Background: an optimization exercise with open tools, aiming at small area, a short achievable clock period and few clock cycles per item. Do not read the settings as production practice.
Function was checked by simulation only, so behaviour that the tests miss may differ from the original.
Power and IR drop assume default switching activity.

==> run A: inputs <==
Design hough_top, start of the top module:
module hough_top (
    input  logic                   clk,
    input  logic                   reset_n,
    input  logic                   start,
    output logic                   busy,
    output logic                   done,
    input  logic                   wr_en,
    input  logic [7:0]             wr_addr,
    input  logic [7:0]             wr_data,
    output logic [7:0]             num_lines,
    output logic [4*8-1:0] line_rho,
    output logic [4*8-1:0] line_theta,
    output logic [4*8-1:0] line_votes
);
export LEC_CHECK = 0
export ABC_AREA = 1
export CAP_MARGIN = 20
export CORE_MARGIN = 2
export CORE_UTILIZATION = 60
export CTS_CLUSTER_DIAMETER = 80
export CTS_CLUSTER_SIZE = 24
export SLEW_MARGIN = 20
export SYNTH_MEMORY_MAX_BITS = 65536
create_clock -name core_clock -period 12.0 [get_ports {clk}]
standard.sh (not shown) runs the stock make flow with config.mk's settings and CLKGATE_MAP_FILE= SYNTH_SCRIPT=/design/flow/synth_recipe.tcl, a recipe that flattens the netlist after the stock synthesis.
==> flow/flow/run.sh <==
#!/bin/bash
set -euo pipefail
MARGIN=${MARGIN:-8.8}
ABCP=${ABCP:-3500}
bash standard.sh SETUP_SLACK_MARGIN=$MARGIN ABC_CLOCK_PERIOD_IN_PS=$ABCP finish > flow_make.log 2>&1
==> run Z: changes against run A <==
--- a/flow/design.v
+++ b/flow/design.v
@@ -59,36 +59,35 @@
     end
     logic [1:0]    state;
     logic          vfirst_q;        
     logic          busy_r, done_r;
     logic          clr_pend;        
     logic          clr;             
-    logic [15:0]   written;         
+    logic [31:0]   written;         
     logic [15:0]   voted;           
     logic          inval;           
     logic [15:0]   prem;            
     logic [3:0]    py;
     logic [15:0]   p_low, p_after, p_cand, p_take, p_row;
     logic          p_run, p_fetch, p_more;
     logic          pix_v;
     logic [7:0]    pix_q;
     logic [15:0]   hrem;            
     logic [3:0]    hy;
     logic [15:0]   h_above;         
-    logic          h_first;         
-    logic          h_second;        
-    logic [15:0]   hit0n;           
     logic [15:0]   hnz_q;           
     logic [255:0]  hitv;            
     logic [255:0]  hit8v;           
     logic [15:0]   hnz8_q;          
     logic [15:0]   h_row5, h_row8;
     logic [15:0]   h_low, h_after, h_cand, h_take, h_row, h_gt, h_above_nx;
     logic          h_run, h_fetch, h_more;
     logic          skip8_q;         
     logic          cv_q;            
+    logic          hv_q;            
+    logic [3:0]    ht_q;
     logic [63:0]   codes_q;
     logic          rv_q;            
     logic [5:0]    rdv_q;
     logic [3:0]    rr_q, rt_q;
     logic [63:0]   codes_d;
     logic [5:0]    rdv;
@@ -110,13 +109,13 @@
     assign p_run   = !clr && (state != S_HIT);
     assign p_low   = low16(prem);
     assign p_after = prem & ~p_low;
     always_comb begin
         for (int i = 0; i < 16; i++)
             p_cand[i] = nz_q[i] && !voted[i] &&
-                        ((state != S_IDLE) || written[i]);
+                        ((state != S_IDLE) || (written[2*i] && written[2*i + 1]));
     end
     assign p_take  = low16(p_cand);
     assign p_fetch = p_run && (p_after == '0) && (p_cand != '0);
     always_comb begin
         p_row = '0;
         for (int i = 0; i < 16; i++) p_row = p_row | (img[16*i +: 16] & {16{p_take[i]}});
@@ -142,55 +141,53 @@
         else if (clr)          inval <= 1'b0;
         else if (wq_row_taken) inval <= 1'b1;
     end
     always_ff @(posedge clk) begin
         if (clr)          voted <= '0;
         else if (p_fetch) voted <= voted | p_take;
-        for (int i = 0; i < 16; i++) begin
-            if (wq_en && (wq_addr == 5'(2*i + 1))) written[i] <= 1'b1;
+        for (int i = 0; i < 32; i++) begin
+            if (wq_en && (wq_addr == 5'(i))) written[i] <= 1'b1;
             else if (clr) written[i] <= 1'b0;
         end
     end
     assign h_run   = (state == S_HIT);
     assign h_low   = low16(hrem);
     assign h_after = hrem & ~h_low;
-    assign h_cand  = ((skip8_q ? hnz8_q : hnz_q) | {15'd0, h_first}) & h_gt;
+    assign h_cand  = (skip8_q ? hnz8_q : hnz_q) & h_gt;
     assign h_take  = low16(h_cand);
     assign h_gt    = h_above;
     always_comb begin
         logic seen;
         seen = 1'b0;
         for (int i = 0; i < 16; i++) begin
             h_above_nx[i] = seen;
             seen = seen || h_cand[i];
         end
     end
-    assign h_fetch = h_run && (h_after == '0) && (h_cand != '0) && !h_second;
+    assign h_fetch = h_run && (h_after == '0) && (h_cand != '0);
     always_comb begin
         h_row5 = '0;
         h_row8 = '0;
         for (int i = 0; i < 16; i++) begin
             h_row5 = h_row5 | (hitv[16*i +: 16] & {16{h_take[i]}});
             h_row8 = h_row8 | (hit8v[16*i +: 16] & {16{h_take[i]}});
         end
     end
-    assign h_row = h_first ? hit0n : (skip8_q ? h_row8 : h_row5);
-    assign h_more = (hrem != '0) || (h_cand != '0) || h_second;
+    assign h_row = skip8_q ? h_row8 : h_row5;
+    assign h_more = (hrem != '0) || (h_cand != '0);
     always_ff @(posedge clk) begin
         if (h_run && h_fetch) hy <= enc16(h_take);
     end
     always_ff @(posedge clk) begin
-        h_first  <= !h_run;
-        h_second <= h_run && h_first;
         for (int i = 0; i < 16; i++) begin
             hnz_q[i]  <= |hitv[16*i +: 16];
             hnz8_q[i] <= |hit8v[16*i +: 16];
         end
         if (!h_run) begin
             hrem    <= '0;
-            h_above <= 16'h0001;
+            h_above <= '1;
         end else if (h_fetch) begin
             hrem    <= h_row;
             h_above <= h_above_nx;
         end else begin
             hrem    <= h_after;
         end
@@ -212,16 +209,16 @@
                         busy_r   <= 1'b1;
                         state    <= S_VOTE;
                         vfirst_q <= 1'b1;
                     end
                 end
                 S_VOTE: begin
-                    if (!vfirst_q && !clr && !p_more) state <= S_HIT;
+                    if (!vfirst_q && !clr && !p_more && !pix_v && !cv_q) state <= S_HIT;
                 end
                 S_HIT: begin
-                    if (!h_more) begin
+                    if (!h_more && !hv_q) begin
                         state    <= S_IDLE;
                         busy_r   <= 1'b0;
                         done_r   <= 1'b1;
                         clr_pend <= 1'b1;
                     end
                 end
@@ -230,18 +227,24 @@
         end
     end
     assign busy = busy_r;
     assign done = done_r;
     rho_binner u_bin (.pix(pix_q), .codes(codes_d));
     always_ff @(posedge clk or negedge reset_n) begin
-        if (!reset_n) cv_q <= 1'b0;
-        else          cv_q <= pix_v && !clr;
+        if (!reset_n) begin
+            cv_q <= 1'b0;
+            hv_q <= 1'b0;
+        end else begin
+            cv_q <= pix_v && !clr;
+            hv_q <= h_run && (hrem != '0);
+        end
     end
     always_ff @(posedge clk) begin
-        if (!h_run) codes_q <= codes_d;
-        else        codes_q <= {16{h_fetch ? enc16(h_take) : hy}};
+        ht_q <= enc16(h_low);
+        if (h_run) codes_q <= {16{hy}};          
+        else       codes_q <= codes_d;
     end
     logic [256*6-1:0] cellv;        
     logic [16*6-1:0]  rd;           
     genvar t, r;
     generate
         for (t = 0; t < 16; t++) begin : g_col
@@ -274,44 +277,37 @@
                     logic [W-1:0] q;
                     always_ff @(posedge clk) begin
                         if (wsel[r]) q <= nxt[W-1:0];
                     end
                     assign cellv[(r*16 + t)*6 +: 6] = 6'(q);
                     assign hitv[r*16 + t] = (q >= W'(5));
-                    if (r == 0) begin : g_r0
-                        assign hit0n[t] = (q >= W'(5)) ||
-                                          (cv_q && sel[0] && (q == W'(5 - 1)));
-                    end
                     if (W > 3) begin : g_8
                         assign hit8v[r*16 + t] = (q >= W'(8));
                     end else begin : g_n8
                         assign hit8v[r*16 + t] = 1'b0;
                     end
                 end else begin : g_none
                     assign cellv[(r*16 + t)*6 +: 6] = 6'd0;
                     assign hitv[r*16 + t] = 1'b0;
-                    if (r == 0) begin : g_r0
-                        assign hit0n[t] = 1'b0;
-                    end
                     assign hit8v[r*16 + t] = 1'b0;
                 end
             end
         end
     endgenerate
     always_comb begin
         rdv = '0;
-        for (int i = 0; i < 16; i++) rdv = rdv | (rd[i*6 +: 6] & {6{h_low[i]}});
+        for (int i = 0; i < 16; i++) rdv = rdv | (rd[i*6 +: 6] & {6{ht_q == 4'(i)}});
     end
     always_ff @(posedge clk or negedge reset_n) begin
         if (!reset_n) rv_q <= 1'b0;
-        else          rv_q <= h_run && (hrem != '0);
+        else          rv_q <= hv_q;
     end
     always_ff @(posedge clk) begin
         rdv_q <= rdv;
-        rr_q  <= hy;
-        rt_q  <= enc16(h_low);
+        rr_q  <= codes_q[3:0];
+        rt_q  <= ht_q;
     end
     logic [2:0]  cnt;
     logic [2:0]  cnt_out;           
     logic [15:0] s_rho;             
     logic [31:0] s_th;              
     logic [23:0] s_v;               
==> flow/flow/run.sh (replaced) <==
#!/bin/bash
set -euo pipefail
MARGIN=${MARGIN:-8.4}
ABCP=${ABCP:-3500}
bash standard.sh SETUP_SLACK_MARGIN=$MARGIN ABC_CLOCK_PERIOD_IN_PS=$ABCP finish > flow_make.log 2>&1
==> flow/config.mk (replaced) <==
export PLATFORM = sky130hd
export DESIGN_NAME = hough_top
export DESIGN_NICKNAME = hough_top
export VERILOG_FILES = /design/flow/design.v
export SDC_FILE = /design/flow/constraint.sdc
export NUM_CORES = 4
export LEC_CHECK = 0
export CAP_MARGIN = 20
export CORE_MARGIN = 2
export CORE_UTILIZATION = 60
export CTS_CLUSTER_DIAMETER = 80
export CTS_CLUSTER_SIZE = 24
export SLEW_MARGIN = 20
export SYNTH_MEMORY_MAX_BITS = 65536
==> results.txt <==
Run Z produced a layout that fails on max-capacitance violations. Run A produced a clean layout. Of run Z and run A, run A has the higher first-iteration DRC count (gap about 0.7%, measured against run A). Die area: run A is lower than run Z (3.6%). Non-clock buffer count: run A is higher than run Z (61). Against run A, the worst setup slack of run Z is worse by 0.095 ns. Against run A, the clock-buffer cell count of run Z is higher by 21. In run Z the clock skew is higher than in run A, by 0.0042 ns. Of run Z and run A, run A has the higher via count (gap about 2.8%, measured against run A). Cell count: run A is higher than run Z (about 18%). Clock power: run A is smaller than run Z (about 11%).
Testbench counts of run A, summed over its fixed seeds: cycles 4,696, frames 96.
Testbench counts of run Z, summed over its fixed seeds: cycles 5,014, frames 96.

re-timing with driven ports:
The results above use ideal ports. As a check the final layouts listed here were re-extracted and re-timed, cells and wires unchanged. Step 1 (the two cells are an assumption about what drives the block):
set clk [get_ports {clk}]
set_driving_cell -lib_cell sky130_fd_sc_hd__clkbuf_16 $clk
set_driving_cell -lib_cell sky130_fd_sc_hd__buf_2 [delete_from_list [all_inputs] $clk]
Step 2, shift: input delay + t, output delay - t, t = (earliest + latest rising clock arrival at the registers) / 2. This alone moves slack from input paths to output paths. a / b / c = no drivers / after step 1 / after step 2; a / b = the first two.
run | t (ns) | setup WS [ns] | worst data-port slew with drivers (ns)
run A | 0.827 | 8.262 / 8.177 / 8.212 | 0.11
run Z | 0.845 | 8.167 / 8.076 / 7.924 | 0.05
The setup slack of run Z, which loses most, moves by -0.091 ns with the drivers and by -0.243 ns with both steps. The worst setup slack also covers recovery checks on asynchronous resets.
